What follows belongs to an exercise in optimizing a design on an open flow for small area; a production flow would make more cautious choices.
The RTL was checked by simulation tests, not by an equivalence proof against the original design.
Power figures rest on the tool's default switching activity, not on a simulated workload.

// ahb_bridge_front
module ahb_bridge_front
(
        input  logic            Hclk,
        input  logic            Hresetn,
        input  logic [1:0]      Htrans,
        input  logic [2:0]      Hsize,
        input  logic [31:0]     Haddr,
        input  logic            Hwrite,
        input  logic [31:0]     Hwdata,
        input  logic            Hreadyin,
        input  logic            Hreadyout_in,
        output logic [1:0]      Hresp,
        output logic            Hreadyout,
        output logic [3:0]      Pselx_out,
        output logic            valid,
        output logic [31:0]     config_reg_data
);
Size: about 270 flip-flops, roughly 110 I/O pins, about 15000 µm² of cells after synthesis.
==> flow/config.mk <==
export PLATFORM = sky130hd
export DESIGN_NAME = ahb_bridge_front
export DESIGN_NICKNAME = ahb_bridge_front
export VERILOG_FILES = /design/flow/design.v
export SDC_FILE = /design/flow/constraint.sdc
export NUM_CORES = 4
export LEC_CHECK = 0
export CAP_MARGIN = 10
export CORE_MARGIN = 2
export CORE_UTILIZATION = 65
export PLACE_DENSITY = 0.75
export SLEW_MARGIN = 10
export SYNTH_HIERARCHICAL = 1
export SYNTH_MINIMUM_KEEP_SIZE = 0
==> flow/constraint.sdc <==
create_clock -name core_clock -period 12.0 [get_ports {Hclk}]
set_input_delay 2.4000 -clock core_clock [delete_from_list [all_inputs] [get_ports {Hclk}]]
set_output_delay 2.4000 -clock core_clock [all_outputs]
set_load 0.01 [all_outputs]
standard.sh (not shown) runs the stock make flow with config.mk's settings and CLKGATE_MAP_FILE= SYNTH_SCRIPT=/design/flow/synth_recipe.tcl, a recipe that flattens the netlist after the stock synthesis.
==> flow/flow/run.sh <==
#!/bin/bash
# The standard layout (the standard.sh) with two changes:
#  - port buffers are the smallest buffer cell instead of a delay buffer;
#  - clock tree sinks are clustered in larger groups, without dummy loads.
set -euo pipefail
export BUFFER_PORTS_ARGS="-buffer_cell sky130_fd_sc_hd__buf_1"
export CTS_ARGS="-sink_clustering_enable -repair_clock_nets -sink_clustering_size 10 -sink_clustering_max_diameter 50 -buf_list sky130_fd_sc_hd__clkbuf_4 -dont_use_dummy_load"
bash standard.sh finish > standard_flow.log 2>&1
Edit:
Settings changed: GPL_TIMING_DRIVEN set to 0.
The new run passed the timing, DRC and antenna checks.
Synthesized cell count is unchanged.
Clock power hardly moves.
Setup slack improves by 0.14 ns.

* * *

## run 1
ahb_bridge_front, a different RTL version from the one above (not shown whole).
Size: ~1,300 cells after synthesis, roughly 280 flip-flops, roughly 110 I/O pins, about 15,000 µm² of cells after synthesis.
export LEC_CHECK = 0
export CAP_MARGIN = 10
export CORE_MARGIN = 2
export CORE_UTILIZATION = 75
export PLACE_DENSITY = 0.85
export SLEW_MARGIN = 10
export SYNTH_HIERARCHICAL = 1
export SYNTH_MINIMUM_KEEP_SIZE = 0
create_clock -name core_clock -period 12.0 [get_ports {Hclk}]
==> flow/flow/run.sh <==
#!/bin/bash
# The standard layout (the standard.sh) with two changes:
#  - port buffers are the smallest buffer cell instead of a delay buffer;
#  - clock tree sinks are clustered in larger groups, without dummy loads.
set -euo pipefail
export BUFFER_PORTS_ARGS="-buffer_cell sky130_fd_sc_hd__buf_1"
export CTS_ARGS="-sink_clustering_enable -repair_clock_nets -sink_clustering_size 18 -sink_clustering_max_diameter 60 -buf_list sky130_fd_sc_hd__clkbuf_8 -dont_use_dummy_load"
bash standard.sh finish > standard_flow.log 2>&1
Run 1 ran to completion and came out clean on the timing, DRC and antenna checks.
Relative to run 1, the following input files were edited for run 2:
# run 1
export LEC_CHECK = 0
export CAP_MARGIN = 10
export CORE_MARGIN = 2
export CORE_UTILIZATION = 75
export PLACE_DENSITY = 0.85
export SLEW_MARGIN = 10
export SYNTH_HIERARCHICAL = 1
export SYNTH_MINIMUM_KEEP_SIZE = 0
create_clock -name core_clock -period 12.0 [get_ports {Hclk}]
# run 2
export LEC_CHECK = 0
export CAP_MARGIN = 10
export CORE_MARGIN = 2
export CORE_UTILIZATION = 65
export PLACE_DENSITY = 0.75
export SLEW_MARGIN = 10
export SYNTH_HIERARCHICAL = 1
export SYNTH_MINIMUM_KEEP_SIZE = 0
create_clock -name core_clock -period 12.0 [get_ports {Hclk}]
==> flow/flow/run.sh <==
#!/bin/bash
# The standard layout (the standard.sh) with two changes:
#  - port buffers are the smallest buffer cell instead of a delay buffer;
#  - clock tree sinks are clustered in larger groups, without dummy loads.
set -euo pipefail
export BUFFER_PORTS_ARGS="-buffer_cell sky130_fd_sc_hd__buf_1"
export CTS_ARGS="-sink_clustering_enable -repair_clock_nets -sink_clustering_size 20 -sink_clustering_max_diameter 60 -buf_list {sky130_fd_sc_hd__clkbuf_8 sky130_fd_sc_hd__clkbuf_16} -dont_use_dummy_load"
bash standard.sh finish > standard_flow.log 2>&1
Notes after the runs:
Run 1 and run 2 ended up with nearly the same combined area of the multi-input logic cells. Between run 1 and run 2, the fraction of layout instances using a drive strength above 1 figures differ only marginally. Going from run 1 to run 2, length of the first detailed-routing pass in iterations has increased; post-route minimum period has decreased.
> inputs changed (run 2 -> run 3)
==> flow/flow/run.sh <==
#!/bin/bash
# The standard layout (the standard.sh) with two changes:
#  - port buffers are the smallest buffer cell instead of a delay buffer;
#  - clock tree sinks are clustered in larger groups, without dummy loads.
set -euo pipefail
export BUFFER_PORTS_ARGS="-buffer_cell sky130_fd_sc_hd__buf_1"
export CTS_ARGS="-sink_clustering_enable -repair_clock_nets -sink_clustering_size 15 -sink_clustering_max_diameter 50 -buf_list sky130_fd_sc_hd__clkbuf_8 -dont_use_dummy_load"
bash standard.sh finish > standard_flow.log 2>&1
## What came out
- Run 3 did not stop at any stage, and its layout met the timing, DRC and antenna checks.
- Routed length on met3 delta (run 2 -> run 3): insignificant
- Run 2 → run 3: number of clock-tree buffers in the layout now sits higher, die area now sits at about the same level, post-route fraction of the period consumed by the critical path now sits lower, wire length of the first global-routing pass now sits at about the same level, worst setup slack now sits higher.
- Summary — fraction of area in registers, run 3 relative to run 2: higher, by 0.33 points.
Inputs modified between run 3 and run 4:
==> flow/flow/run.sh <==
#!/bin/bash
# The standard layout (the standard.sh) with two changes:
#  - port buffers are the smallest buffer cell instead of a delay buffer;
#  - clock tree sinks are clustered in larger groups, without dummy loads.
set -euo pipefail
export BUFFER_PORTS_ARGS="-buffer_cell sky130_fd_sc_hd__buf_1"
export CTS_ARGS="-sink_clustering_enable -repair_clock_nets -sink_clustering_size 18 -sink_clustering_max_diameter 60 -buf_list sky130_fd_sc_hd__clkbuf_8 -dont_use_dummy_load"
bash standard.sh finish > standard_flow.log 2>&1
- Compared with run 3, run 4 shows a met3 track demand over resource in global routing that is 0.22 points higher.
- Run 4 improves on run 3 in leakage power figure.
- When run 4 is set beside run 3, its area added between synthesis and finish turns out to be 0.81 points smaller.
- The combinational power on run 3 is in line with that on run 4.
- Relative to run 3, the final cell area reported for run 4 is lower.
- Between run 4 and run 3, it is run 4 whose sequential share of power is higher, by 2.9 points.
- The number of cells on the worst reg-to-reg path was comparable across run 4 and run 3.
- Final critical path time including I/O delays and setup: run 3 vs run 4 — no meaningful difference
- There was hardly any difference in fmax between run 3 and run 4.
- | number of nets in the finished design | higher: run 3 |
- Run 3 -> run 4: final worst slack flat

==> re-timing with driven ports <==
No port has a modelled driver above. Below, the same layouts with a new extraction and two added sets of constraints.
Step 1: set_driving_cell puts a clkbuf_16 on Hclk and a buf_2 on each other input, an assumption about the parent block.
Step 2 moves the port delays by t, midway between the first and last clock arrival at a register: inputs arrive t later, outputs are due t later. That takes back most of the time a late clock gives input paths.
a / b / c = ideal ports / drivers / drivers and shift; a / b = the first two.
run | t (ns) | setup slack, ns | hold slack, ns
the first run of note 1 | 0.664 | 0.421 / 0.394 / 0.394 | 0.487 / 0.487 / 0.487
the second run of note 1 | 0.688 | 0.566 / 0.534 / 0.534 | 0.511 / 0.511 / 0.511
run 1 | 0.595 | 0.600 / 0.579 / 0.579 | 0.483 / 0.483 / 0.483
run 2 | 0.555 | 0.662 / 0.642 / 0.642 | 0.478 / 0.478 / 0.478
run 3 | 0.621 | 0.708 / 0.687 / 0.687 | 0.475 / 0.475 / 0.475
run 4 | 0.595 | 0.709 / 0.689 / 0.689 | 0.485 / 0.485 / 0.485
After both steps setup and hold are still met in every run listed. For the second run of note 1, which loses most, drivers alone change the setup slack by -0.032 ns; drivers and shift together by -0.032 ns.
